What follows belongs to an exercise in optimizing a design on an open flow for small area; a production flow would make more cautious choices. Function was checked by simulation only, so behaviour that the tests miss may differ from the original. Power figures rest on the tool's default switching activity, not on a simulated workload.

## constraint.sdc

```tcl
create_clock -name core_clock -period 10.0 [get_ports {clk}]
set_input_delay 2.0000 -clock core_clock [delete_from_list [all_inputs] [get_ports {clk}]]
set_output_delay 2.0000 -clock core_clock [all_outputs]
set_load 0.01 [all_outputs]
```

## standard.sh

```bash
#!/bin/bash
# synth_recipe.tcl (not shown) runs the flow's synth.tcl, then flattens the netlist and writes it again
# the make line also repeats each setting of config.mk as NAME=value (left out here)
make -C /OpenROAD-flow-scripts/flow DESIGN_CONFIG=/design/flow/config.mk WORK_HOME=/design/flow/orfs CLKGATE_MAP_FILE= SYNTH_SCRIPT=/design/flow/synth_recipe.tcl "${@:-finish}"
```

## design.v

```verilog
package mtmt_pkg;
    typedef logic [31:0] addr_t;
    typedef logic [9:0]  cost_t;
    typedef struct packed {
        cost_t cost;
        addr_t addr;
    } entry_t;
    typedef struct packed {
        logic shift;
        logic wr_en;
    } ring_ctl_t;
    localparam logic [2:0] ACT_LOAD   = 3'd0;
    localparam logic [2:0] ACT_TJOIN  = 3'd1;
    localparam logic [2:0] ACT_RJOIN  = 3'd2;
    localparam logic [2:0] ACT_CJOIN  = 3'd3;
    localparam logic [2:0] ACT_SEG    = 3'd4;
    localparam logic [2:0] ACT_TPRUNE = 3'd5;
    localparam logic [2:0] ACT_CPRUNE = 3'd6;
    localparam logic [2:0] ACT_DATA   = 3'd7;
    localparam logic [2:0] KIND_DONE         = 3'd0;
    localparam logic [2:0] KIND_JOIN_ROOT    = 3'd1;
    localparam logic [2:0] KIND_SEGMENT      = 3'd2;
    localparam logic [2:0] KIND_SEND_VECTOR  = 3'd3;
    localparam logic [2:0] KIND_JOIN_PARENT  = 3'd4;
    localparam logic [2:0] KIND_PRUNE_ROOT   = 3'd5;
    localparam logic [2:0] KIND_PRUNE_PARENT = 3'd6;
    localparam logic [2:0] KIND_FORWARD      = 3'd7;
    localparam logic [1:0] ST_OK      = 2'd0;
    localparam logic [1:0] ST_PRESENT = 2'd1;
    localparam logic [1:0] ST_FULL    = 2'd2;
    localparam logic [1:0] ST_IGNORED = 2'd3;
    localparam logic CFG_OWN_ADDR  = 1'b0;
    localparam logic CFG_ROOT_ADDR = 1'b1;
    localparam cost_t UNKNOWN_COST = 10'd999;
    localparam cost_t COST_MAX     = 10'd1023;
endpackage
module mtmt_cell #(
    parameter int W = 32
) (
    input  logic         clk,
    input  logic         shift,
    input  logic [W-1:0] din,
    output logic [W-1:0] q
);
    logic [W-1:0] q_reg;
    always_ff @(posedge clk)
    begin
        if (shift)
        begin
            q_reg <= din;
        end
    end
    assign q = q_reg;
endmodule
module mtmt_ring
#(
    parameter int W = 32,
    parameter int N = 16
) (
    input  logic         clk,
    input  mtmt_pkg::ring_ctl_t ctl,
    input  logic [W-1:0] wr_data,
    output logic [W-1:0] head
);
    logic [W-1:0] q [N];
    logic [W-1:0] feed;
    assign feed = ctl.wr_en ? wr_data : q[0];
    assign head = q[0];
    for (genvar i = 0; i < N; i++)
    begin : g_cell
        mtmt_cell #(.W(W)) u_cell (
            .clk   (clk),
            .shift (ctl.shift),
            .din   ((i == N - 1) ? feed : q[(i + 1) % N]),
            .q     (q[i])
        );
    end
endmodule
module multicast_tree_member_table_unit
#(
    parameter int MAX_MEMBERS = 16
) (
    input  logic         clk,
    input  logic         rst_n,
    input  logic         s_tvalid,
    output logic         s_tready,
    input  logic [47:0]  s_tdata,    
    input  logic [2:0]   s_tuser,    
    output logic         m_tvalid,
    input  logic         m_tready,
    output logic [111:0] m_tdata,    
    output logic [2:0]   m_tuser,    
    output logic         m_tlast,
    input  logic         cfg_valid,
    output logic         cfg_ready,
    input  logic         cfg_index,
    input  logic [31:0]  cfg_data
);
    localparam int NR = 3 * (MAX_MEMBERS + 1);    
    localparam int NC = MAX_MEMBERS + 1;          
    localparam logic [2:0] ACT_LOAD   = 3'd0;
    localparam logic [2:0] ACT_TJOIN  = 3'd1;
    localparam logic [2:0] ACT_RJOIN  = 3'd2;
    localparam logic [2:0] ACT_CJOIN  = 3'd3;
    localparam logic [2:0] ACT_SEG    = 3'd4;
    localparam logic [2:0] ACT_TPRUNE = 3'd5;
    localparam logic [2:0] ACT_CPRUNE = 3'd6;
    localparam logic [2:0] ACT_DATA   = 3'd7;
    localparam logic [2:0] K_DONE = 3'd0, K_JROOT = 3'd1, K_SEGMENT = 3'd2, K_VEC = 3'd3;
    localparam logic [2:0] K_JPAR = 3'd4, K_PROOT = 3'd5, K_PPAR = 3'd6, K_FWD = 3'd7;
    localparam logic [1:0] ST_OK = 2'd0, ST_PRESENT = 2'd1, ST_FULL = 2'd2, ST_IGNORED = 2'd3;
    localparam logic [3:0] S_INIT  = 4'd0;
    localparam logic [3:0] S_IDLE  = 4'd1;
    localparam logic [3:0] S_PRE   = 4'd2;
    localparam logic [3:0] S_SCAN  = 4'd3;
    localparam logic [3:0] S_UPD   = 4'd4;
    localparam logic [3:0] E_DONE  = 4'd5;
    localparam logic [3:0] E_JROOT = 4'd6;
    localparam logic [3:0] E_PRUNE = 4'd7;
    localparam logic [3:0] E_OWN   = 4'd8;
    localparam logic [3:0] E_TERM  = 4'd9;
    localparam logic [3:0] E_CHILD = 4'd10;
    localparam logic [3:0] E_VEC   = 4'd11;
    localparam logic [3:0] E_SEGJ  = 4'd12;
    localparam logic [3:0] E_SEGW  = 4'd13;
    localparam logic [3:0] E_CCOST = 4'd14;
    logic [NR*32-1:0] ar;
    logic [NC*5-1:0]  cr;
    logic [NC*10-1:0] lr;
    logic [31:0] q0;
    logic [4:0]  cq;
    logic [9:0]  lq;
    logic        rwe, cwe, lwe;
    logic [31:0] rdata;
    assign q0 = ar[31:0];
    assign cq = cr[4:0];
    assign lq = lr[9:0];
    logic [3:0]  state, state_n;
    logic [4:0]  sub, sub_n;
    logic [1:0]  rg, rg_n;
    logic [4:0]  lcnt, lcnt_n, tcnt, tcnt_n, ccnt, ccnt_n;
    logic        seen, seen_n;
    logic [31:0] seq, seq_n;
    logic        out_valid, out_valid_n;
    logic [31:0] out_addr, out_addr_n;
    logic [9:0]  out_cost, out_cost_n;
    logic [2:0]  out_kind, out_kind_n;
    logic        out_last, out_last_n;
    logic [2:0]  act, act_n;
    logic [1:0]  st, st_n;
    logic        hit, hit_n, lk_hit, lk_hit_n;
    logic [3:0]  idx, idx_n, cur, cur_n;
    logic        a_own, a_own_n, a_root, a_root_n, a_par, a_par_n;
    logic        is_root, is_root_n, par0, par0_n, parroot, parroot_n;
    always_ff @(posedge clk)
    begin
        ar <= {(rwe ? rdata : q0), ar[NR*32-1:32]};
        cr <= {(cwe ? out_cost[4:0] : cq), cr[NC*5-1:5]};
        lr <= {(lwe ? out_cost : lq), lr[NC*10-1:10]};
    end
    logic        p16, at_term, at_own, at_child, at_root, at_link, at_par;
    logic [3:0]  s4;
    logic        eq, free;
    logic [4:0]  cnt_here;
    logic        lt_here, last_here, at_cnt;
    assign p16      = sub[4];
    assign s4       = sub[3:0];
    assign at_term  = (rg == 2'd0) && !p16;
    assign at_own   = (rg == 2'd0) && p16;
    assign at_child = (rg == 2'd1) && !p16;
    assign at_root  = (rg == 2'd1) && p16;
    assign at_link  = (rg == 2'd2) && !p16;
    assign at_par   = (rg == 2'd2) && p16;
    assign eq       = (q0 == out_addr);
    assign free     = !out_valid || m_tready;
    assign cnt_here  = (rg == 2'd0) ? tcnt : ((rg == 2'd1) ? ccnt : lcnt);
    assign lt_here   = ({1'b0, s4} < cnt_here);
    assign last_here = ({1'b0, s4} + 5'd1 == cnt_here);
    assign at_cnt    = ({1'b0, s4} == cnt_here);
    assign s_tready  = (state == S_PRE) && at_par;
    assign cfg_ready = (state == S_IDLE) && (cfg_index ? at_root : at_own);
    logic show_dest, show_seg;
    assign show_dest = (out_kind != K_DONE) && (out_kind != K_SEGMENT);
    assign show_seg  = (out_kind == K_SEGMENT);
    assign m_tvalid  = out_valid;
    assign m_tlast   = out_last;
    assign m_tuser   = out_kind;
    assign m_tdata   = {4'd0,
                        seq & {32{act == ACT_DATA}},
                        st,
                        out_cost & {10{show_seg}},
                        out_addr & {32{show_seg}},
                        out_addr & {32{show_dest}}};
    always_comb
    begin
        logic        full_l, full_t, full_c, tsel, csel, is_seg, a_cur, seg_ok, lst, ech;
        logic [9:0]  add_a, add_b, sat, cur_cost;
        logic [10:0] sum;
        logic [4:0]  nt, nc;
        state_n = state;  lcnt_n = lcnt;  tcnt_n = tcnt;  ccnt_n = ccnt;
        seen_n = seen;  seq_n = seq;
        out_valid_n = out_valid && !m_tready;
        out_addr_n = out_addr;  out_cost_n = out_cost;  out_kind_n = out_kind;
        out_last_n = out_last;  act_n = act;  st_n = st;
        hit_n = hit;  lk_hit_n = lk_hit;  idx_n = idx;  cur_n = cur;
        a_own_n = a_own;  a_root_n = a_root;  a_par_n = a_par;
        is_root_n = is_root;  par0_n = par0;  parroot_n = parroot;
        rwe = 1'b0;  cwe = 1'b0;  lwe = 1'b0;  rdata = out_addr;
        sub_n = p16 ? 5'd0 : sub + 5'd1;
        rg_n  = p16 ? ((rg == 2'd2) ? 2'd0 : rg + 2'd1) : rg;
        full_l = lcnt[4];
        full_t = tcnt[4];
        full_c = ccnt[4];
        tsel   = (act == ACT_TJOIN) || (act == ACT_TPRUNE);
        csel   = (act == ACT_RJOIN) || (act == ACT_CJOIN) || (act == ACT_CPRUNE) ||
                 (act == ACT_DATA);
        is_seg = (act == ACT_SEG);
        a_cur  = par0 ? a_root : a_par;
        cur_cost = is_root ? 10'd0 : lq;    
        seg_ok = !a_own && ((out_cost < cur_cost) || ((out_cost == cur_cost) && a_cur));
        add_a = out_cost;
        add_b = at_link ? lq : 10'd999;
        sum   = {1'b0, add_a} + {1'b0, add_b};
        sat   = sum[10] ? 10'd1023 : sum[9:0];
        nt = tcnt;
        ech = (ccnt != {4'd0, hit});    
        nc = ccnt;
        lst = 1'b0;
        case (state)
            S_INIT:
            begin
                rwe = p16;
                lwe = p16;
                if (at_par)
                    state_n = S_IDLE;
            end
            S_IDLE:
            begin
                if (cfg_valid && cfg_ready)
                begin
                    rwe   = 1'b1;
                    rdata = cfg_data;
                end
                else if (s_tvalid && !out_valid && at_own)
                begin
                    out_addr_n = q0;
                    state_n    = S_PRE;
                end
            end
            S_PRE:
            begin
                if (at_root)
                begin
                    is_root_n  = eq;
                    out_addr_n = q0;
                end
                if (at_par && !s_tvalid)
                    state_n = S_IDLE;
                if (at_par && s_tvalid)
                begin
                    parroot_n  = eq;
                    par0_n     = (q0 == 32'd0);
                    out_addr_n = s_tdata[31:0];
                    out_cost_n = s_tdata[41:32];
                    act_n      = s_tuser;
                    hit_n      = 1'b0;
                    lk_hit_n   = 1'b0;
                    if (s_tuser == ACT_DATA)
                        seq_n = seq + 32'd1;
                    state_n    = S_SCAN;
                end
            end
            S_SCAN:
            begin
                if (at_term)
                begin
                    if (lt_here && eq && tsel)
                    begin
                        hit_n = 1'b1;
                        idx_n = s4;
                    end
                    if ((act == ACT_TPRUNE) && last_here)
                        out_addr_n = q0;
                end
                if (at_own)
                    a_own_n = eq;
                if (at_child)
                begin
                    if (lt_here && eq && csel)
                    begin
                        hit_n = 1'b1;
                        idx_n = s4;
                    end
                    if ((act == ACT_CPRUNE) && last_here)
                    begin
                        out_addr_n      = q0;
                        out_cost_n[4:0] = cq;
                    end
                end
                if (at_root)
                    a_root_n = eq;
                if (at_link && lt_here && eq && !lk_hit &&
                    (is_seg || (act == ACT_RJOIN)))
                begin
                    lk_hit_n = 1'b1;
                    if (is_seg)
                        out_cost_n = sat;
                    else
                        out_cost_n[4:0] = {1'b1, s4};
                end
                if (at_par)
                begin
                    a_par_n = eq;
                    if (is_seg && !lk_hit)
                        out_cost_n = sat;
                    if (((act == ACT_CJOIN) || (act == ACT_RJOIN)) && !lk_hit)
                        out_cost_n[4] = 1'b0;
                    state_n = S_UPD;
                end
            end
            S_UPD:
            begin
                case (act)
                    ACT_LOAD:
                        if (at_link && at_cnt)
                        begin
                            rwe = 1'b1;
                            lwe = 1'b1;
                        end
                    ACT_TJOIN:
                        if (at_term && at_cnt && !hit)
                            rwe = 1'b1;
                    ACT_TPRUNE:
                        if (at_term && (s4 == idx) && hit)
                            rwe = 1'b1;
                    ACT_RJOIN, ACT_CJOIN:
                        if (at_child && at_cnt && !hit &&
                            ((act == ACT_CJOIN) || is_root))
                        begin
                            rwe = 1'b1;
                            cwe = 1'b1;
                        end
                    ACT_CPRUNE:
                        if (at_child && (s4 == idx) && hit)
                        begin
                            rwe = 1'b1;
                            cwe = 1'b1;
                        end
                    default:
                    begin
                    end
                endcase
                if (at_par)
                begin
                    cur_n = 4'd0;
                    case (act)
                        ACT_LOAD:
                        begin
                            st_n = full_l ? ST_FULL : ST_OK;
                            if (!full_l)
                            begin
                                lcnt_n = lcnt + 5'd1;
                                if (a_root && !seen)
                                begin
                                    lwe    = 1'b1;    
                                    seen_n = 1'b1;
                                end
                            end
                            state_n = E_DONE;
                        end
                        ACT_TJOIN:
                        begin
                            st_n = hit ? ST_PRESENT : (full_t ? ST_FULL : ST_OK);
                            if (!hit && !full_t)
                                tcnt_n = tcnt + 5'd1;
                            state_n = E_JROOT;
                        end
                        ACT_RJOIN, ACT_CJOIN:
                        begin
                            st_n = hit ? ST_PRESENT : (full_c ? ST_FULL : ST_OK);
                            if ((act == ACT_RJOIN) && !is_root)
                            begin
                                st_n    = ST_IGNORED;
                                state_n = E_DONE;
                            end
                            else
                            begin
                                if (!hit && !full_c)
                                    ccnt_n = ccnt + 5'd1;
                                state_n = (act == ACT_RJOIN) ? E_OWN : E_DONE;
                            end
                        end
                        ACT_SEG:
                        begin
                            st_n = seg_ok ? ST_OK : ST_IGNORED;
                            if (seg_ok)
                                lwe = 1'b1;    
                            state_n = !seg_ok ? E_DONE : (a_cur ? E_SEGW : E_SEGJ);
                        end
                        ACT_TPRUNE, ACT_CPRUNE:
                        begin
                            st_n = hit ? ST_OK : ST_IGNORED;
                            if (hit)
                            begin
                                if (act == ACT_TPRUNE)
                                    nt = tcnt - 5'd1;
                                else
                                    nc = ccnt - 5'd1;
                            end
                            tcnt_n  = nt;
                            ccnt_n  = nc;
                            state_n = ((nt == 5'd0) && (nc == 5'd0) && !is_root) ? E_PRUNE
                                                                                 : E_DONE;
                        end
                        default:
                        begin
                            st_n    = ST_OK;
                            state_n = ((tcnt == 5'd0) && !ech) ? E_DONE : ((tcnt != 5'd0) ? E_TERM : E_CHILD);
                        end
                    endcase
                end
            end
            E_DONE:
            begin
                if (free)
                begin
                    out_valid_n = 1'b1;
                    out_kind_n  = K_DONE;
                    out_last_n  = 1'b1;
                    state_n     = S_IDLE;
                end
            end
            E_JROOT:
            begin
                if (free && at_root)
                begin
                    out_addr_n  = q0;
                    out_valid_n = 1'b1;
                    out_kind_n  = K_JROOT;
                    out_last_n  = 1'b1;
                    state_n     = S_IDLE;
                end
            end
            E_PRUNE:
            begin
                if (free && (par0 ? at_root : at_par))
                begin
                    out_addr_n  = q0;
                    out_valid_n = 1'b1;
                    out_kind_n  = (par0 || parroot) ? K_PROOT : K_PPAR;
                    out_last_n  = 1'b1;
                    state_n     = S_IDLE;
                end
            end
            E_OWN:
            begin
                if (free && at_own)
                begin
                    out_addr_n  = q0;
                    out_cost_n  = 10'd0;
                    out_valid_n = 1'b1;
                    out_kind_n  = K_SEGMENT;
                    out_last_n  = 1'b0;
                    state_n     = E_CHILD;
                end
            end
            E_TERM:
            begin
                if (free && at_term && (s4 == cur))
                begin
                    lst         = ({1'b0, cur} + 5'd1 == tcnt) && !ech;
                    out_addr_n  = q0;
                    out_valid_n = 1'b1;
                    out_kind_n  = K_FWD;
                    out_last_n  = lst;
                    cur_n       = cur + 4'd1;
                    if (lst)
                        state_n = S_IDLE;
                    else if ({1'b0, cur} + 5'd1 == tcnt)
                    begin
                        cur_n   = 4'd0;
                        state_n = E_CHILD;
                    end
                end
            end
            E_CHILD:
            begin
                if (at_child && (s4 == cur))
                begin
                    if ((act == ACT_DATA) && hit && (idx == cur))
                        cur_n = cur + 4'd1;
                    else if (free)
                    begin
                        out_addr_n  = q0;
                        out_valid_n = 1'b1;
                        cur_n       = cur + 4'd1;
                        if (act == ACT_DATA)
                        begin
                            lst         = ({1'b0, cur} + 5'd1 == ccnt) ||
                                          (({1'b0, cur} + 5'd2 == ccnt) && hit && (idx == cur + 4'd1));
                            out_kind_n  = K_FWD;
                            out_last_n  = lst;
                            if (lst)
                                state_n = S_IDLE;
                        end
                        else
                        begin
                            out_valid_n     = 1'b0;
                            out_cost_n[4:0] = cq;
                            cur_n           = cur;
                            state_n         = E_CCOST;
                        end
                    end
                end
            end
            E_CCOST:
            begin
                if (!out_cost[4] || (!p16 && (s4 == out_cost[3:0])))
                begin
                    out_cost_n  = out_cost[4] ? lq : 10'd1;
                    out_valid_n = 1'b1;
                    out_kind_n  = K_SEGMENT;
                    out_last_n  = 1'b0;
                    cur_n       = cur + 4'd1;
                    state_n     = E_CHILD;
                    if ({1'b0, cur} + 5'd1 == ccnt)
                    begin
                        cur_n   = 4'd0;
                        state_n = E_VEC;
                    end
                end
            end
            E_VEC:
            begin
                if (free && at_child && (s4 == cur))
                begin
                    lst         = ({1'b0, cur} + 5'd1 == ccnt);
                    out_addr_n  = q0;
                    out_valid_n = 1'b1;
                    out_kind_n  = K_VEC;
                    out_last_n  = lst;
                    cur_n       = cur + 4'd1;
                    if (lst)
                        state_n = S_IDLE;
                end
            end
            E_SEGJ:
            begin
                if (free)
                begin
                    out_valid_n = 1'b1;
                    out_kind_n  = K_JPAR;
                    out_last_n  = 1'b0;
                    state_n     = E_SEGW;
                end
            end
            E_SEGW:
            begin
                if (free && at_par)
                begin
                    rwe        = 1'b1;
                    out_addr_n = q0;
                    if (a_cur)
                    begin
                        out_valid_n = 1'b1;
                        out_kind_n  = K_DONE;
                        out_last_n  = 1'b1;
                        state_n     = S_IDLE;
                    end
                    else if (!par0)
                    begin
                        out_valid_n = 1'b1;
                        out_kind_n  = parroot ? K_PROOT : K_PPAR;
                        out_last_n  = 1'b1;
                        state_n     = S_IDLE;
                    end
                    else
                        state_n = E_PRUNE;
                end
            end
            default:
                state_n = S_IDLE;
        endcase
    end
    always_ff @(posedge clk or negedge rst_n)
    begin
        if (!rst_n)
        begin
            state     <= S_INIT;
            sub       <= 5'd0;
            rg        <= 2'd0;
            lcnt      <= 5'd0;
            tcnt      <= 5'd0;
            ccnt      <= 5'd0;
            seen      <= 1'b0;
            seq       <= 32'd0;
            out_valid <= 1'b0;
            out_addr  <= 32'd0;
            out_cost  <= 10'd999;
        end
        else
        begin
            state     <= state_n;
            sub       <= sub_n;
            rg        <= rg_n;
            lcnt      <= lcnt_n;
            tcnt      <= tcnt_n;
            ccnt      <= ccnt_n;
            seen      <= seen_n;
            seq       <= seq_n;
            out_valid <= out_valid_n;
            out_addr  <= out_addr_n;
            out_cost  <= out_cost_n;
        end
    end
    always_ff @(posedge clk)
    begin
        out_kind <= out_kind_n;
        out_last <= out_last_n;
        act      <= act_n;
        st       <= st_n;
        hit      <= hit_n;
        lk_hit   <= lk_hit_n;
        idx      <= idx_n;
        cur      <= cur_n;
        a_own    <= a_own_n;
        a_root   <= a_root_n;
        a_par    <= a_par_n;
        is_root  <= is_root_n;
        par0     <= par0_n;
        parroot  <= parroot_n;
    end
endmodule
```

## flow/abc_area.script

```
strash; balance; rewrite; refactor; balance; rewrite; rewrite -z; balance; refactor -z; rewrite -z; balance; dch -f; amap
```

## flow/run.sh

```bash
#!/bin/bash
# The standard layout (standard.sh, unchanged make targets and settings) with
# three changes:
#  - synthesis maps logic with an area-oriented ABC script (flow/abc_area.script);
#    everything else in synthesis is synth_recipe.tcl as given (same registers);
#  - port buffers use buf_1;
#  - CTS uses clkbuf_16 leaf clusters of at most 30 sinks within 50 um and no dummy loads.
# Each tool's output is in ORFS's own logs under orfs/logs; make's output is in
# flow_make.log.
set -euo pipefail
HERE=$(pwd)
{
  echo "proc abc {args} {"
  echo "  set i [lsearch \$args -script]"
  echo "  set args [lreplace \$args \$i [expr {\$i + 1}] -script $HERE/flow/abc_area.script]"
  echo "  yosys abc {*}\$args"
  echo "}"
  cat synth_recipe.tcl
} > my_synth.tcl
sed "s#SYNTH_SCRIPT=[^ ]*#SYNTH_SCRIPT=$HERE/my_synth.tcl#" standard.sh > my_standard.sh
grep -q "SYNTH_SCRIPT=$HERE/my_synth.tcl" my_standard.sh
export BUFFER_PORTS_ARGS="-buffer_cell sky130_fd_sc_hd__buf_1"
export CTS_ARGS="-sink_clustering_enable -repair_clock_nets -dont_use_dummy_load -sink_clustering_size 30 -sink_clustering_max_diameter 50 -buf_list sky130_fd_sc_hd__clkbuf_16 "
bash my_standard.sh finish > flow_make.log 2>&1
```

## config.mk

```make
export PLATFORM = sky130hd
export DESIGN_NAME = multicast_tree_member_table_unit
export DESIGN_NICKNAME = multicast_tree_member_table_unit
export VERILOG_FILES = /design/flow/design.v
export SDC_FILE = /design/flow/constraint.sdc
export NUM_CORES = 4
export LEC_CHECK = 0
export CAP_MARGIN = 20
export CORE_MARGIN = 2
export CORE_UTILIZATION = 65
export SLEW_MARGIN = 20
```

==> run_results.csv, run 1 <==
group,metric,value,unit
placement,io_buffers,197,
sta,tightest_slew,1.13,ns
synthesis,ys_seq_elements,2014,
critical_path,cp_slowest_cell,"nor3_1",
drt,remaining_drc_errors,0,
sta,period_minus_slack,7.17,ns
critical_path,cp_num_buf_inv,9,
layout,layout-drive-gt1-share,4.29,%
die,core-area,72700,µm²
die,io_pins,208,
clock_network,clock_latency,0.70,ns
critical_path,reg2reg_from,"sub[4]$_DFF_PN0_",
die,die_w,274,µm
synthesis,syn_avg_cell_area,14.6,µm²
drt,ant_nets,0,
sta,max_slew_margin,24.8,%
grt,grt-ovfl-total,0,
clock_network,cts_root_buf,"clkbuf_16",
critical_path,critPathCaptureType,"register",
sta,setup_tns,0,ns
drt,vias_per_cell,5.38,
clock_network,cts_tree,"built",
critical_path,crit_arrival,7.75,ns
placement,place_inst,4429,
min_path,hold_depth,0,
min_path,hold_class,"register to register",
drt,routed_wl,104000,µm
layout,nFillCells,4219,
synthesis,yosysUniqueCellTypes,55,
critical_path,worst_r2r_endpoint,"seq[29]$_DFFE_PN0P_",
clock_network,post_cts_buffers,0,
grt,grt_pass1_wl,156000,µm
clock_network,clkSlewWorstSetupHoldPaths,0.10,ns
critical_path,reg2reg_depth,27,
power,powerDensity,291,nW/µm²
clock_network,cts_made_buffers,114,
grt,grt_pass1_vias,25619,
sta,skew,0.119,ns
sta,layout_setup_ws,2.83,ns
critical_path,required,10.58,ns
die,rows,99,
drt,drt_first_pass_iters,6,
critical_path,crit_path_frequent_cell,"clkinv_1",
die,fp.dieH,274,µm
drt,avgRoutedWirePerCell,22.9,µm
synthesis,syn-cell-area,47500,µm²
placement,place_ws,2.91,ns
clock_network,cts.htree.levels,3,
drt,first_iter_violations,1877,
clock_network,cts_max_path_buffers,3,
placement,hpwl,62000,µm
critical_path,cpLargestDelayFamily,"simple AND/OR/NAND/NOR gates",
synthesis,ys.flop_type,"dfxtp_1",
critical_path,path_class,"register to register",
power,ir_drop,0.000250,V
synthesis,yosysWarnings,1,
sta,slew_violations,0,
sta,fin_worst_hold_slack,0.229,ns
layout,syn_to_final_growth,10.7,%
status,status,"complete, no violations",
min_path,min_to,"cr[29]$_DFF_P_",
grt,grt.total_usage,27.9,%
sta,hold_viol_final,0,
layout,finalNetCount,3712,
sta,finalSetupViolations,0,
drt,vias,24485,
critical_path,crit_path_max_fanout,39,
clock_network,ctsHoldBuffers,0,
die,dieArea,75300,µm²
synthesis,synth_edf_count,25,
synthesis,synth_seq_area_share,86.4,%
synthesis,synthArstFlopShare,5.06,%
grt,antenna_found_initial,2,
critical_path,critPathMaxStageDelay,0.84,ns
critical_path,cp-start-kind,"register",
layout,seq_area,41100,µm²
clock_network,post_cts_resized,0,
synthesis,synth_cells,3255,
layout,multi_input_comb_area,5620,µm²
sta,maxClockFrequency,140,MHz
power,p_total,15.3,mW
critical_path,r2r_setup_slack,2.83,ns
placement,routabilityCongestion,0.897,
power,leakagePower,20.8,nW
layout,instances_no_fill,4547,
flow_run,cap_viol_max_count,0,
min_path,holdCritStartpoint,"cr[34]$_DFF_P_",
die,initial_core_util,65.4,%
sta,period_share,71.7,%
clock_network,clock_sinks,2014,
sta,rsz0062_at_grt,"false",
grt,grt_max_degree,61,
-- final cells by class --
type,instances,share of cell area [%]
inverter,236,1.68
tap,959,2.28
timing repair buffer,219,1.84
sequential,2014,78.1
clock buffer,114,5.42
multi-input combinational,1004,10.7
antenna,1,0.00476
-- logic make-up (layout without fill, tap and decap cells) --
logic type / after synthesis / count (layout) / synth area share, %
and+or+nand+nor: 523 / 523 / 4.79
other: 1 / 5 / 0.00789
DFF: 2014 / 2014 / 86.4
AOI/OAI and AO/OA: 443 / 443 / 5.95
buffers and inverters: 240 / 569 / 1.93
adders and majority gates: 34 / 34 / 0.910
-- metrics by stage --
step / utilization, % / instance area (µm²)
6_report: 72.4 / 52600
5_1_grt: 72.4 / 52600
4_1_cts: 72.2 / 52500
3_5_place_dp: 68.3 / 49700
3_3_place_gp: 68.3 / 49700
2_1_floorplan: - / 47600
-- layout by cell type (no fill, tap or decap), types with 33 or more instances in the layout --
cell type and instances:
o22ai_1 174, dfxtp_1 1887, a21oi_1 90, ha_1 33
clkbuf_16 114, nor3_1 49, o21ai_0 60, nor2_1 295
buf_1 196, dfrtp_1 94, clkinv_1 236, nand2_1 81
-- cell usage after synthesis, types with 3 or more instances --
cell type / number / share of area [%]
o32ai_1: 8 / 0.15
a21oi_1: 91 / 0.96
or4_1: 5 / 0.079
nand2_1: 82 / 0.65
a211oi_1: 11 / 0.17
nand4b_1: 4 / 0.074
o21a_1: 7 / 0.11
nor2b_1: 12 / 0.16
nand4_1: 20 / 0.26
a222oi_1: 3 / 0.063
or2_0: 6 / 0.079
o22ai_1: 174 / 2.3
ha_1: 33 / 0.87
dfxtp_1: 1887 / 79
dfstp_2: 8 / 0.44
edfxtp_1: 25 / 1.6
dfrtp_1: 94 / 4.9
a31oi_1: 9 / 0.12
o21ai_0: 60 / 0.63
a221oi_1: 10 / 0.18
nor2_1: 297 / 2.3
o211ai_1: 4 / 0.063
or3_1: 7 / 0.092
a22oi_1: 13 / 0.21
nor3_1: 49 / 0.52
buf_4: 4 / 0.063
o32a_1: 3 / 0.063
o221ai_1: 7 / 0.13
clkinv_1: 236 / 1.9
a2111oi_0: 17 / 0.31
nor4_1: 19 / 0.25
a311oi_1: 4 / 0.074
o221a_1: 5 / 0.12
nand3_1: 14 / 0.15
-- routing by layer --
layer / part of all wire [%] / GRT usage (%)
met1: 42 / 36.8
met2: 49 / 47.3
met3: 5.2 / 4.50
met4: 3.1 / 8.94
met5: 0 / 0
-- registers in the layout (all words and copies together) (netlist names), 10 cells and up --
signal / flops
ar: 1632
cr: 85
lr: 170
out_addr: 32
out_cost: 10
seq: 32
-- where the power goes --
group	switching (mW)	internal [mW]
clock network	2.40	2.01
logic	0.981	0.466
registers	0.418	9.01
-- how the worst max path moves through the flow --
stage	from	to	slack, ns	depth (start not counted)
after floorplan	cfg_index	ar[1600]$_DFF_P_	1.32	7
after global placement	sub[4]$_DFF_PN0_	seq[29]$_DFFE_PN0P_	3.12	27
after global routing	sub[4]$_DFF_PN0_	seq[29]$_DFFE_PN0P_	2.05	27
after CTS	sub[4]$_DFF_PN0_	seq[29]$_DFFE_PN0P_	2.86	27
after detailed placement	sub[4]$_DFF_PN0_	seq[29]$_DFFE_PN0P_	2.91	26
final	sub[4]$_DFF_PN0_	seq[29]$_DFFE_PN0P_	2.83	27
==> run 2, diff against run 1 <==
--- a/flow/run.sh
+++ b/flow/run.sh
@@ -6,3 +6,3 @@
 #  - port buffers use buf_1;
-#  - CTS uses clkbuf_16 leaf clusters of at most 30 sinks within 50 um and no dummy loads.
+#  - CTS uses clkbuf_16 leaf clusters of at most 30 sinks within 60 um and no dummy loads.
 # Each tool's output is in ORFS's own logs under orfs/logs; make's output is in
@@ -22,3 +22,3 @@
 export BUFFER_PORTS_ARGS="-buffer_cell sky130_fd_sc_hd__buf_1"
-export CTS_ARGS="-sink_clustering_enable -repair_clock_nets -dont_use_dummy_load -sink_clustering_size 30 -sink_clustering_max_diameter 50 -buf_list sky130_fd_sc_hd__clkbuf_16 "
+export CTS_ARGS="-sink_clustering_enable -repair_clock_nets -dont_use_dummy_load -sink_clustering_size 30 -sink_clustering_max_diameter 60 -buf_list sky130_fd_sc_hd__clkbuf_16 "
 bash my_standard.sh finish > flow_make.log 2>&1
==> run_results.csv, run 2 <==
group,metric,value,unit
die,fp.dieH,274,µm
layout,final_util,71.6,%
layout,layout_common_cells,"dfxtp_1, nor2_1, clkinv_1",
layout,top_register,"ar",
clock_network,cts_made_buffers,91,
die,initial_core_util,65.4,%
placement,io_buffers,197,
synthesis,synth-xor-area-share,0,%
layout,syn_to_final_growth,9.46,%
critical_path,critPathMaxStageDelay,0.82,ns
synthesis,yosysUniqueCellTypes,55,
min_path,hold_class,"register to register",
die,core-area,72700,µm²
critical_path,cp_slowest_cell,"nor3_1",
placement,place_inst,4429,
synthesis,synth_top_area_share,79.4,%
synthesis,synth_seq_area_share,86.4,%
synthesis,ys.flop_type,"dfxtp_1",
critical_path,required,10.58,ns
clock_network,clock_sinks,2014,
synthesis,synthArstFlopShare,5.06,%
drt,drt_first_pass_iters,6,
synthesis,synthTopCellsByArea,"dfxtp_1, dfrtp_1, nor2_1",
drt,vias_per_cell,5.37,
clock_network,post_cts_buffers,0,
grt,grt_pass1_wl,154000,µm
synthesis,ys_seq_elements,2014,
drt,remaining_drc_errors,0,
critical_path,path_class,"register to register",
power,leakagePower,20.5,nW
grt,grt_max_degree,61,
power,ir_drop,0.000274,V
synthesis,yosys.area_share.simple,4.79,%
sta,finalSetupViolations,0,
grt,grt_pass1_vias,25285,
critical_path,critPathCaptureType,"register",
die,die_w,274,µm
grt,grt-ovfl-total,0,
die,dieArea,75300,µm²
sta,skew,0.132,ns
layout,instances_no_fill,4525,
die,rows,99,
sta,max_slew_margin,24.8,%
drt,avgRoutedWirePerCell,22.8,µm
placement,hpwl,62000,µm
clock_network,clkSlewWorstSetupHoldPaths,0.11,ns
synthesis,synth_mux_area_share,0,%
critical_path,cp_num_buf_inv,9,
layout,layout-drive-gt1-share,3.68,%
layout,largest_reg_flops,1632,
clock_network,cts_max_path_buffers,3,
clock_network,cts_tree,"built",
sta,slew_violations,0,
drt,vias,24281,
layout,top_regs,"ar: 1632 flops, lr: 170 flops, cr: 85 flops",
clock_network,cts_root_buf,"clkbuf_16",
flow_run,cap_viol_max_count,0,
clock_network,ctsHoldBuffers,0,
synthesis,yosysWarnings,1,
synthesis,synth_top_family_by_area,"compound AO/OA/AOI/OAI gates",
sta,period_minus_slack,7.19,ns
sta,rsz0062_at_grt,"false",
synthesis,yosys.cell_count.top_type,"dfxtp_1",
synthesis,synth_top_area_cell,"dfxtp_1",
synthesis,synthAdderAreaFrac,0.910,%
drt,ant_nets,0,
critical_path,crit_path_frequent_cell,"clkinv_1",
synthesis,synth_cells,3255,
sta,fin_worst_hold_slack,0.202,ns
sta,maxClockFrequency,139,MHz
critical_path,crit_arrival,7.77,ns
drt,routed_wl,103000,µm
sta,tightest_slew,1.13,ns
power,powerDensity,285,nW/µm²
synthesis,synthTopCellsByCount,"dfxtp_1, nor2_1, clkinv_1",
clock_network,post_cts_resized,0,
drt,first_iter_violations,1915,
clock_network,cts.htree.levels,3,
critical_path,cp-start-kind,"register",
sta,period_share,71.9,%
synthesis,synth_edf_count,25,
sta,hold_viol_final,0,
synthesis,syn_avg_cell_area,14.6,µm²
critical_path,cpLargestDelayFamily,"simple AND/OR/NAND/NOR gates",
die,io_pins,208,
grt,grt.total_usage,27.4,%
synthesis,synth_compound_area_share,5.95,%
critical_path,crit_path_max_fanout,39,
layout,final_common_cell,"dfxtp_1",
sta,setup_tns,0,ns
clock_network,clock_latency,0.70,ns
grt,antenna_found_initial,3,
placement,routabilityCongestion,0.897,
layout,finalNetCount,3689,
synthesis,syn-cell-area,47500,µm²
status,status,"complete, no violations",
==> run 2: metal layers <==
metal	up-vias	routed length [µm]	GRT usage (%)
li1	11320	-	-
met1	11760	44100	36.7
met2	931	49800	45.9
met3	268	5450	3.98
met4	2	3600	9.34
met5	-	13	0
==> run 2: cell type report <==
type	count	area, µm²
sequential	2014	41100
fill	4289	20700
multi-input combinational	1004	5620
clock buffer	91	2280
tap	959	1200
timing repair buffer	219	968
inverter	236	886
antenna	2	5.00
==> run 2: cell families after synthesis <==
logic type                 after synthesis
DFF                                   2014
and+or+nand+nor                        523
AOI/OAI and AO/OA                      443
buffers and inverters                  240
adders and majority gates               34
other                                    1
==> run 2: path summary, 6_finish.rpt <==
check	slack, ns	from	cells after the start	to
max	2.81	sub[4]$_DFF_PN0_	27	seq[29]$_DFFE_PN0P_
min in group asynchronous	1.36	rst_n	1	seq[23]$_DFFE_PN0P_
min reg2reg	0.20	cr[84]$_DFF_P_	0	cr[79]$_DFF_P_
min	0.20	cr[84]$_DFF_P_	0	cr[79]$_DFF_P_
max in group asynchronous	7.09	rst_n	2	out_cost[4]$_DFFE_PN0P_
max reg2reg	2.81	sub[4]$_DFF_PN0_	27	seq[29]$_DFFE_PN0P_
==> run 2: report_power, final <==
part	switching [mW]	leakage (nW)	internal [mW]
Combinational	0.990	2.52	0.466
Sequential	0.415	16.8	9.01
Clock	2.31	1.12	1.63
Total	3.71	20.5	11.1
==> run 2: through the flow <==
step	power [mW]	setup slack (ns)	cell area (µm²)
3_5_place_dp	10.9	2.91	49700
3_3_place_gp	10.8	3.12	49700
4_1_cts	14.8	2.84	52000
2_1_floorplan	10.2	1.32	47600
5_1_grt	15.3	2.04	52000
6_report	14.8	2.81	52000
==> run 3, diff against run 2 <==
--- a/flow/run.sh
+++ b/flow/run.sh
@@ -6,3 +6,3 @@
 #  - port buffers use buf_1;
-#  - CTS uses clkbuf_16 leaf clusters of at most 30 sinks within 60 um and no dummy loads.
+#  - CTS uses clkbuf_8 leaf clusters of at most 16 sinks within 40 um and no dummy loads.
 # Each tool's output is in ORFS's own logs under orfs/logs; make's output is in
@@ -22,3 +22,3 @@
 export BUFFER_PORTS_ARGS="-buffer_cell sky130_fd_sc_hd__buf_1"
-export CTS_ARGS="-sink_clustering_enable -repair_clock_nets -dont_use_dummy_load -sink_clustering_size 30 -sink_clustering_max_diameter 60 -buf_list sky130_fd_sc_hd__clkbuf_16 "
+export CTS_ARGS="-sink_clustering_enable -repair_clock_nets -dont_use_dummy_load -sink_clustering_size 16 -sink_clustering_max_diameter 40 -buf_list sky130_fd_sc_hd__clkbuf_8 "
 bash my_standard.sh finish > flow_make.log 2>&1
==> run_results.csv, run 3 <==
group,metric,value,unit
status,status,"complete, no violations",
clock_network,cts_max_path_buffers,3,
critical_path,cp-start-kind,"register",
sta,rsz0062_at_grt,"false",
layout,design_area,52000,µm²
sta,setup_tns,0,ns
critical_path,crit_arrival,7.89,ns
layout,seq_area,41100,µm²
die,die_w,274,µm
drt,ant_nets,0,
critical_path,path_class,"register to register",
clock_network,post_cts_buffers,0,
placement,hpwl,62000,µm
synthesis,synthTopCellsByCount,"dfxtp_1, nor2_1, clkinv_1",
drt,avgRoutedWirePerCell,20.7,µm
layout,top_regs,"ar: 1632 flops, lr: 170 flops, cr: 85 flops",
layout,layout_common_cells,"dfxtp_1, nor2_1, clkinv_1",
sta,skew,0.127,ns
power,leakagePower,20.5,nW
synthesis,synthArstFlopShare,5.06,%
drt,routed_wl,95100,µm
synthesis,yosys.cell_count.top_type,"dfxtp_1",
drt,first_iter_violations,1801,
layout,largest_reg_flops,1632,
grt,grt_max_degree,61,
clock_network,cts_tree,"built",
layout,top_register,"ar",
drt,remaining_drc_errors,0,
drt,vias_per_cell,5.27,
layout,multi_input_comb_area,5620,µm²
layout,nFillCells,4370,
synthesis,syn-cell-area,47500,µm²
grt,grt.total_usage,25.7,%
synthesis,yosysUniqueCellTypes,55,
critical_path,required,10.75,ns
critical_path,critPathCaptureType,"register",
sta,maxClockFrequency,140,MHz
clock_network,clock_latency,0.82,ns
synthesis,synthTopCellsByArea,"dfxtp_1, dfrtp_1, nor2_1",
die,dieArea,75300,µm²
clock_network,clock_sinks,2014,
synthesis,synth_edf_count,25,
synthesis,synth_top_area_share,79.4,%
sta,slew_violations,0,
synthesis,synth_seq_area_share,86.4,%
synthesis,syn_avg_cell_area,14.6,µm²
synthesis,synth_top_area_cell,"dfxtp_1",
power,p_total,14.5,mW
synthesis,ys.flop_type,"dfxtp_1",
sta,max_slew_margin,23.9,%
clock_network,cts_made_buffers,162,
power,ir_drop,0.000217,V
placement,routabilityCongestion,0.897,
clock_network,post_cts_resized,0,
synthesis,yosysWarnings,1,
critical_path,crit_path_max_fanout,39,
clock_network,clkSlewWorstSetupHoldPaths,0.09,ns
grt,grt-ovfl-total,0,
layout,layout-drive-gt1-share,5.53,%
die,initial_core_util,65.4,%
flow_run,cap_viol_max_count,0,
placement,post_dp_cell_area,49700,µm²
grt,grt_pass1_vias,25043,
min_path,hold_class,"register to register",
sta,period_minus_slack,7.14,ns
grt,antenna_found_initial,5,
sta,hold_viol_final,0,
die,io_pins,208,
grt,grt_pass1_wl,145000,µm
clock_network,cts_root_buf,"clkbuf_8",
die,core-area,72700,µm²
clock_network,ctsHoldBuffers,0,
layout,finalNetCount,3759,
power,powerDensity,279,nW/µm²
synthesis,synth_cells,3255,
sta,finalSetupViolations,0,
layout,syn_to_final_growth,9.30,%
die,rows,99,
sta,period_share,71.4,%
sta,tightest_slew,1.14,ns
placement,io_buffers,197,
layout,final_common_cell,"dfxtp_1",
drt,vias,24195,
die,fp.dieH,274,µm
drt,drt_first_pass_iters,9,
clock_network,cts.htree.levels,4,
synthesis,ys_seq_elements,2014,
[run 3: final cells by class]
| type | instances | share of cell area [%] |
|---|---|---|
| Antenna cell | 2 | 0.00963 |
| Clock buffer | 162 | 4.29 |
| Inverter | 236 | 1.70 |
| Multi-Input combinational cell | 1004 | 10.8 |
| Sequential cell | 2014 | 79.1 |
| Tap cell | 959 | 2.31 |
| Timing Repair Buffer | 218 | 1.81 |
[run 3: cell families after synthesis]
| logic type | Yosys count | synth area share, % |
|---|---|---|
| compound gates | 443 | 5.95 |
| fa+ha+maj | 34 | 0.910 |
| buf+inv | 240 | 1.93 |
| flops | 2014 | 86.4 |
| other cells | 1 | 0.00789 |
| simple gates | 523 | 4.79 |
[run 3: path summary, 6_finish.rpt]
kind | start | end | slack (ns) | cells past startpoint
max | sub[4]$_DFF_PN0_ | seq[29]$_DFFE_PN0P_ | 2.86 | 27
min | ar[36]$_DFF_P_ | ar[4]$_DFF_P_ | 0.24 | 0
max reg2reg | sub[4]$_DFF_PN0_ | seq[29]$_DFFE_PN0P_ | 2.86 | 27
min reg2reg | ar[36]$_DFF_P_ | ar[4]$_DFF_P_ | 0.24 | 0
max in group asynchronous | rst_n | state[3]$_DFFE_PN0P_ | 7.23 | 2
min in group asynchronous | rst_n | seq[22]$_DFFE_PN0P_ | 1.22 | 1
[run 3: stage by stage]
| step | setup slack [ns] | cells | hold slack, ns | util, % |
|---|---|---|---|---|
| after floorplan | 1.32 | 3258 | 0.310 | - |
| after global placement | 3.12 | 4429 | 0.310 | 68.3 |
| after detailed placement | 2.91 | 4429 | 0.312 | 68.3 |
| after CTS | 2.96 | 4591 | 0.236 | 71.4 |
| after global routing | 2.17 | 4594 | 0.249 | 71.5 |
| final | 2.86 | 4595 | 0.239 | 71.5 |
[run 3: layer usage]
metal	GRT usage, %	vias up	share of wire, %
met5	0	-	0.056
met4	10.1	8	3.2
met3	5.28	254	5.8
met2	40.8	902	46
met1	34.9	11591	45
li1	-	11440	-
[run 3: where the power goes]
| part | internal [mW] | switching (mW) | total, mW |
|---|---|---|---|
| sequential | 9.01 | 0.374 | 9.38 |
| clock | 1.45 | 2.28 | 3.73 |
| combinational | 0.458 | 0.954 | 1.41 |
[run 3: worst max-delay path, cell delays in order (launching register included)]
cell,delay [ns]
dfrtp_1,0.57
clkinv_1,0.56
nor3_1,0.85
clkinv_1,0.51
nor2_1,0.24
nand2_1,0.12
clkinv_1,0.06
buf_4,0.51
nand4_1,0.41
clkinv_1,0.14
nand4_1,0.15
nor2_1,0.22
nand2_1,0.11
nor3_1,0.22
nand2_1,0.14
nor3_1,0.22
clkinv_1,0.12
nor3_1,0.27
clkinv_1,0.13
nor3_1,0.25
clkinv_1,0.16
nor3_1,0.26
clkinv_1,0.16
nor4_1,0.30
nand2_1,0.12
nor3_1,0.19
nand2_1,0.08
o21ai_0,0.07
==> run 4, diff against run 3 <==
--- a/flow/run.sh
+++ b/flow/run.sh
@@ -6,3 +6,3 @@
 #  - port buffers use buf_1;
-#  - CTS uses clkbuf_8 leaf clusters of at most 16 sinks within 40 um and no dummy loads.
+#  - CTS uses clkbuf_8 leaf clusters of at most 17 sinks within 50 um and no dummy loads.
 # Each tool's output is in ORFS's own logs under orfs/logs; make's output is in
@@ -22,3 +22,3 @@
 export BUFFER_PORTS_ARGS="-buffer_cell sky130_fd_sc_hd__buf_1"
-export CTS_ARGS="-sink_clustering_enable -repair_clock_nets -dont_use_dummy_load -sink_clustering_size 16 -sink_clustering_max_diameter 40 -buf_list sky130_fd_sc_hd__clkbuf_8 "
+export CTS_ARGS="-sink_clustering_enable -repair_clock_nets -dont_use_dummy_load -sink_clustering_size 17 -sink_clustering_max_diameter 50 -buf_list sky130_fd_sc_hd__clkbuf_8 "
 bash my_standard.sh finish > flow_make.log 2>&1
==> run_results.csv, run 4 <==
group,metric,value,unit
drt,remaining_drc_errors,0,
clock_network,cts_max_path_buffers,3,
synthesis,synthArstFlopShare,5.06,%
grt,grt_pass1_vias,24456,
sta,max_slew_margin,27.6,%
grt,grt_pass1_wl,141000,µm
power,powerDensity,276,nW/µm²
drt,avgRoutedWirePerCell,20.0,µm
synthesis,synthTopCellsByArea,"dfxtp_1, dfrtp_1, nor2_1",
layout,layout_common_cells,"dfxtp_1, nor2_1, clkinv_1",
grt,grt-ovfl-total,0,
synthesis,synth_seq_area_share,86.4,%
die,die_w,274,µm
die,core-area,72700,µm²
clock_network,clkSlewWorstSetupHoldPaths,0.09,ns
clock_network,post_cts_resized,0,
critical_path,cp-start-kind,"register",
drt,first_iter_violations,1666,
flow_run,cap_viol_max_count,0,
clock_network,clock_latency,0.80,ns
power,switchingPower,3.51,mW
placement,hpwl,62000,µm
layout,final_util,71.2,%
sta,slew_violations,0,
power,combinationalPowerShare,9.7,%
min_path,hold_depth,0,
layout,instances_no_fill,4580,
synthesis,ys_seq_elements,2014,
layout,top_regs,"ar: 1632 flops, lr: 170 flops, cr: 85 flops",
die,io_pins,208,
critical_path,crit_path_max_fanout,39,
clock_network,cts_made_buffers,147,
drt,ant_nets,0,
grt,grt.total_usage,24.8,%
sta,period_minus_slack,7.08,ns
layout,top_register,"ar",
synthesis,synth_cells,3255,
min_path,hold_class,"register to register",
layout,syn_to_final_growth,8.84,%
critical_path,reg2reg_depth,27,
drt,vias_per_cell,5.22,
power,swShare,24.5,%
clock_network,clock_sinks,2014,
sta,tightest_slew,1.08,ns
layout,final_common_cell,"dfxtp_1",
synthesis,synth_top_area_share,79.4,%
clock_network,cts_root_buf,"clkbuf_8",
power,power_frac_clock,24.7,%
drt,vias,23927,
sta,maxClockFrequency,141,MHz
grt,antenna_found_initial,2,
placement,routabilityCongestion,0.897,
sta,period_share,70.8,%
sta,hold_viol_final,0,
critical_path,critPathCaptureType,"register",
drt,routed_wl,91700,µm
clock_network,post_cts_buffers,0,
critical_path,required,10.73,ns
synthesis,ys.flop_type,"dfxtp_1",
layout,multi_input_comb_area,5620,µm²
synthesis,synth_edf_count,25,
critical_path,crit_arrival,7.80,ns
synthesis,yosysUniqueCellTypes,55,
synthesis,yosys.cell_count.top_type,"dfxtp_1",
die,fp.dieH,274,µm
sta,setup_tns,0,ns
status,status,"complete, no violations",
sta,rsz0062_at_grt,"false",
sta,layout_setup_ws,2.92,ns
power,p_int,10.8,mW
power,seqPwrFrac,65.6,%
layout,finalNetCount,3744,
placement,place_inst,4429,
sta,fin_worst_hold_slack,0.268,ns
layout,largest_reg_flops,1632,
die,dieArea,75300,µm²
synthesis,syn-cell-area,47500,µm²
layout,seq_area,41100,µm²
sta,finalSetupViolations,0,
synthesis,yosysWarnings,1,
drt,drt_first_pass_iters,6,
die,initial_core_util,65.4,%
sta,skew,0.126,ns
power,ir_drop,0.000199,V
clock_network,cts.htree.levels,4,
power,leakagePower,20.4,nW
layout,layout-drive-gt1-share,5.14,%
placement,io_buffers,197,
clock_network,ctsHoldBuffers,0,
synthesis,synthTopCellsByCount,"dfxtp_1, nor2_1, clkinv_1",
layout,nFillCells,4392,
synthesis,synth_top_area_cell,"dfxtp_1",
placement,place_ws,2.91,ns
synthesis,syn_avg_cell_area,14.6,µm²
grt,grt_max_degree,61,
clock_network,cts_tree,"built",
critical_path,path_class,"register to register",
die,rows,99,
[run 4: layout make-up]
cell class	count	share of cell area, %
sequential	2014	79.4
tap	959	2.32
inverter	236	1.71
antenna	2	0.00967
timing repair buffer	218	1.79
clock buffer	147	3.91
multi-input combinational	1004	10.9
[run 4: worst paths after layout]
kind	start	endpoint	slack [ns]
max	sub[4]$_DFF_PN0_	seq[29]$_DFFE_PN0P_	2.92
min	lr[160]$_DFF_P_	lr[150]$_DFF_P_	0.27
max reg2reg	sub[4]$_DFF_PN0_	seq[29]$_DFFE_PN0P_	2.92
min reg2reg	lr[160]$_DFF_P_	lr[150]$_DFF_P_	0.27
max in group asynchronous	rst_n	state[2]$_DFFE_PN0P_	7.21
min in group asynchronous	rst_n	ccnt[4]$_DFFE_PN0P_	1.24
[run 4: metal layers]
metal  track usage (%)  up-vias  wire [µm]
met3              4.32      229       5030
met2              39.2      841      42000
met1              34.7    11435      42100
li1                  -    11422          -
met4              8.91        0       2620
met5                 0        -          0
[run 4: critical path: stages, from the launching register on]
cell and delay, ns:
dfrtp_1 0.56, clkinv_1 0.56, nor3_1 0.83, clkinv_1 0.49
nor2_1 0.23, nand2_1 0.11, clkinv_1 0.06, buf_4 0.49
nand4_1 0.40, clkinv_1 0.14, nand4_1 0.15, nor2_1 0.22
nand2_1 0.11, nor3_1 0.22, nand2_1 0.14, nor3_1 0.22
clkinv_1 0.12, nor3_1 0.27, clkinv_1 0.13, nor3_1 0.25
clkinv_1 0.16, nor3_1 0.26, clkinv_1 0.16, nor4_1 0.29
nand2_1 0.12, nor3_1 0.19, nand2_1 0.08, o21ai_0 0.07
[run 4: logic make-up after synthesis]
kind of cell | Yosys count | share of synthesized area [%]
and+or+nand+nor | 523 | 4.79
adders and majority gates | 34 | 0.910
buffers and inverters | 240 | 1.93
DFF | 2014 | 86.4
other | 1 | 0.00789
AOI/OAI and AO/OA | 443 | 5.95
[run 4: power groups by stage]
stage               combinational [mW]  sequential [mW]  clock [mW]
detailed placement                1.33             9.54           0
finish                            1.38             9.37        3.54
global placement                  1.27             9.48           0
floorplan                        0.824             9.37           0
global route                      1.50             9.46        3.89
CTS                               1.34             9.38        3.62
[run 4: stage by stage]
stage                     area (µm²)  power (mW)
after floorplan                47600        10.2
after global placement         49700        10.8
after detailed placement       49700        10.9
after CTS                      51700        14.3
after global routing           51800        14.8
final                          51800        14.3
==> run 5, diff against run 4 <==
--- a/flow/run.sh
+++ b/flow/run.sh
@@ -6,3 +6,3 @@
 #  - port buffers use buf_1;
-#  - CTS uses clkbuf_8 leaf clusters of at most 17 sinks within 50 um and no dummy loads.
+#  - CTS uses clkbuf_8 leaf clusters of at most 19 sinks within 55 um and no dummy loads.
 # Each tool's output is in ORFS's own logs under orfs/logs; make's output is in
@@ -22,3 +22,3 @@
 export BUFFER_PORTS_ARGS="-buffer_cell sky130_fd_sc_hd__buf_1"
-export CTS_ARGS="-sink_clustering_enable -repair_clock_nets -dont_use_dummy_load -sink_clustering_size 17 -sink_clustering_max_diameter 50 -buf_list sky130_fd_sc_hd__clkbuf_8 "
+export CTS_ARGS="-sink_clustering_enable -repair_clock_nets -dont_use_dummy_load -sink_clustering_size 19 -sink_clustering_max_diameter 55 -buf_list sky130_fd_sc_hd__clkbuf_8 "
 bash my_standard.sh finish > flow_make.log 2>&1
==> run_results.csv, run 5 <==
group,metric,value,unit
status,status,"complete, no violations",
clock_network,ctsHoldBuffers,0,
critical_path,crit_path_frequent_cell,"clkinv_1",
sta,tightest_slew,1.11,ns
die,initial_core_util,65.4,%
die,rows,99,
layout,layout-drive-gt1-share,4.80,%
clock_network,cts_made_buffers,133,
drt,drt_first_pass_iters,5,
power,leakagePower,20.3,nW
power,powerDensity,275,nW/µm²
synthesis,syn_avg_cell_area,14.6,µm²
critical_path,crit_path_max_fanout,39,
synthesis,synth_top_area_share,79.4,%
synthesis,synth_edf_count,25,
placement,hpwl,62000,µm
critical_path,path_class,"register to register",
layout,final_util,71.0,%
die,die_w,274,µm
synthesis,synthTopCellsByArea,"dfxtp_1, dfrtp_1, nor2_1",
critical_path,cpLargestDelayFamily,"simple AND/OR/NAND/NOR gates",
min_path,hold_depth,0,
clock_network,cts_root_buf,"clkbuf_8",
placement,io_buffers,197,
sta,setup_tns,0,ns
synthesis,yosys.cell_count.top_type,"dfxtp_1",
clock_network,clock_latency,0.82,ns
synthesis,yosysUniqueCellTypes,55,
placement,routabilityCongestion,0.897,
grt,grt.total_usage,24.8,%
sta,fin_worst_hold_slack,0.256,ns
grt,grt_pass1_wl,140000,µm
critical_path,worst_r2r_endpoint,"seq[29]$_DFFE_PN0P_",
grt,grt-ovfl-total,0,
layout,top_regs,"ar: 1632 flops, lr: 170 flops, cr: 85 flops",
critical_path,reg2reg_depth,27,
clock_network,clkSlewWorstSetupHoldPaths,0.11,ns
critical_path,required,10.73,ns
synthesis,ys_seq_elements,2014,
layout,finalNetCount,3731,
die,core-area,72700,µm²
min_path,hold_class,"register to register",
sta,period_minus_slack,7.18,ns
flow_run,cap_viol_max_count,0,
grt,grt_max_degree,61,
drt,remaining_drc_errors,0,
grt,antenna_found_initial,1,
synthesis,synth_cells,3255,
drt,first_iter_violations,1683,
synthesis,yosysWarnings,1,
critical_path,cp-start-kind,"register",
sta,period_share,71.8,%
synthesis,ys.flop_type,"dfxtp_1",
clock_network,post_cts_resized,0,
layout,largest_reg_flops,1632,
critical_path,cp_slowest_cell,"nor3_1",
synthesis,synth_top_area_cell,"dfxtp_1",
clock_network,post_cts_buffers,0,
clock_network,cts_tree,"built",
critical_path,crit_arrival,7.91,ns
critical_path,reg2reg_from,"sub[4]$_DFF_PN0_",
layout,syn_to_final_growth,8.52,%
power,ir_drop,0.000198,V
sta,slew_violations,0,
grt,grt_pass1_vias,24351,
sta,maxClockFrequency,139,MHz
placement,place_inst,4429,
min_path,min_to,"cr[76]$_DFF_P_",
sta,skew,0.128,ns
critical_path,cp_num_buf_inv,9,
sta,rsz0062_at_grt,"false",
synthesis,synthTopCellsByCount,"dfxtp_1, nor2_1, clkinv_1",
layout,final_common_cell,"dfxtp_1",
drt,avgRoutedWirePerCell,20.2,µm
synthesis,synth_seq_area_share,86.4,%
drt,vias,23919,
min_path,holdCritStartpoint,"cr[81]$_DFF_P_",
layout,instances_no_fill,4566,
sta,hold_viol_final,0,
clock_network,clock_sinks,2014,
die,fp.dieH,274,µm
drt,vias_per_cell,5.24,
sta,max_slew_margin,25.7,%
layout,layout_common_cells,"dfxtp_1, nor2_1, clkinv_1",
clock_network,cts_max_path_buffers,3,
clock_network,cts.htree.levels,4,
die,dieArea,75300,µm²
synthesis,syn-cell-area,47500,µm²
drt,ant_nets,0,
die,io_pins,208,
synthesis,synthArstFlopShare,5.06,%
layout,top_register,"ar",
drt,routed_wl,92300,µm
critical_path,critPathCaptureType,"register",
critical_path,r2r_setup_slack,2.82,ns
critical_path,critPathMaxStageDelay,0.86,ns
sta,finalSetupViolations,0,
run 5: changes by cell type in the layout (fill, tap and decap cells not counted):
| cell | previous run | this run |
|---|---|---|
| buf_8 | 1 | 0 |
| buf_16 | 1 | 3 |
| clkbuf_8 | 147 | 133 |
| diode_2 | 2 | 1 |
run 5: worst max-delay path by stage:
stage	startpoint	end	slack, ns	cells past startpoint
floorplan	cfg_index	ar[1600]$_DFF_P_	1.32	7
global placement	sub[4]$_DFF_PN0_	seq[29]$_DFFE_PN0P_	3.12	27
detailed placement	sub[4]$_DFF_PN0_	seq[29]$_DFFE_PN0P_	2.91	26
CTS	sub[4]$_DFF_PN0_	seq[29]$_DFFE_PN0P_	2.91	27
global route	sub[4]$_DFF_PN0_	seq[29]$_DFFE_PN0P_	2.10	27
finish	sub[4]$_DFF_PN0_	seq[29]$_DFFE_PN0P_	2.82	27
run 5: layer usage:
layer | GRT usage (%) | wire length [µm]
met5 | 0 | 0
met4 | 8.84 | 2300
met3 | 4.36 | 5120
met2 | 39.5 | 42900
met1 | 34.6 | 42000
run 5: kinds of logic (layout without fill, tap and decap cells):
| logic type | Yosys count | after routing | share of synthesized area (%) |
|---|---|---|---|
| buffers and inverters | 240 | 588 | 1.93 |
| AOI/OAI and AO/OA | 443 | 443 | 5.95 |
| adders and majority gates | 34 | 34 | 0.910 |
| DFF | 2014 | 2014 | 86.4 |
| other | 1 | 5 | 0.00789 |
| and+or+nand+nor | 523 | 523 | 4.79 |
run 5: report_power, final:
part	switching (mW)	internal, mW	total (mW)
Combinational	0.940	0.465	1.40
Sequential	0.364	9.01	9.37
Clock	2.19	1.20	3.39
run 5: area by class of cell:
type	count	area, µm²
inverters	236	886
flip-flops and latches	2014	41100
fillers	4429	21100
multi-input cells	1004	5620
repair buffers	219	968
diodes	1	2.50
clock buffers	133	1830
well taps	959	1200
run 5: through the flow:
step,worst slack (ns),area (µm²),total power [mW]
global route,2.10,51600,14.7
global placement,3.12,49700,10.8
finish,2.82,51600,14.2
detailed placement,2.91,49700,10.9
CTS,2.91,51500,14.2
floorplan,1.32,47600,10.2

==> re-timing with driven ports <==
In the flow no input, the clock included, has a driving cell. The finished layouts below were timed again as built, in two steps.
Step 1 assumes that a clkbuf_16 drives the clock port and a buf_2 every other input.
Step 2 also shifts input and output timing later by t, the mid clock arrival at the registers, as if the neighbouring blocks saw the same clock.
Three values: ideal ports, drivers, drivers and shift; two values: the first two.
run | t, ns | slack for setup (ns) | hold slack, ns | worst setup path after step 2 | worst slew at a driven data input, ns
run 1 | 0.718 | 2.832 / 2.832 / 2.832 | 0.229 / 0.229 / 0.229 | register to register | 0.09
run 2 | 0.707 | 2.814 / 2.814 / 2.814 | 0.202 / 0.202 / 0.202 | register to register | 0.09
run 3 | 0.830 | 2.859 / 2.859 / 2.859 | 0.239 / 0.239 / 0.239 | register to register | 0.10
run 4 | 0.809 | 2.924 / 2.924 / 2.924 | 0.268 / 0.268 / 0.268 | register to register | 0.09
run 5 | 0.821 | 2.822 / 2.822 / 2.822 | 0.256 / 0.256 / 0.256 | register to register | 0.10
After both steps setup and hold are still met in every run listed.
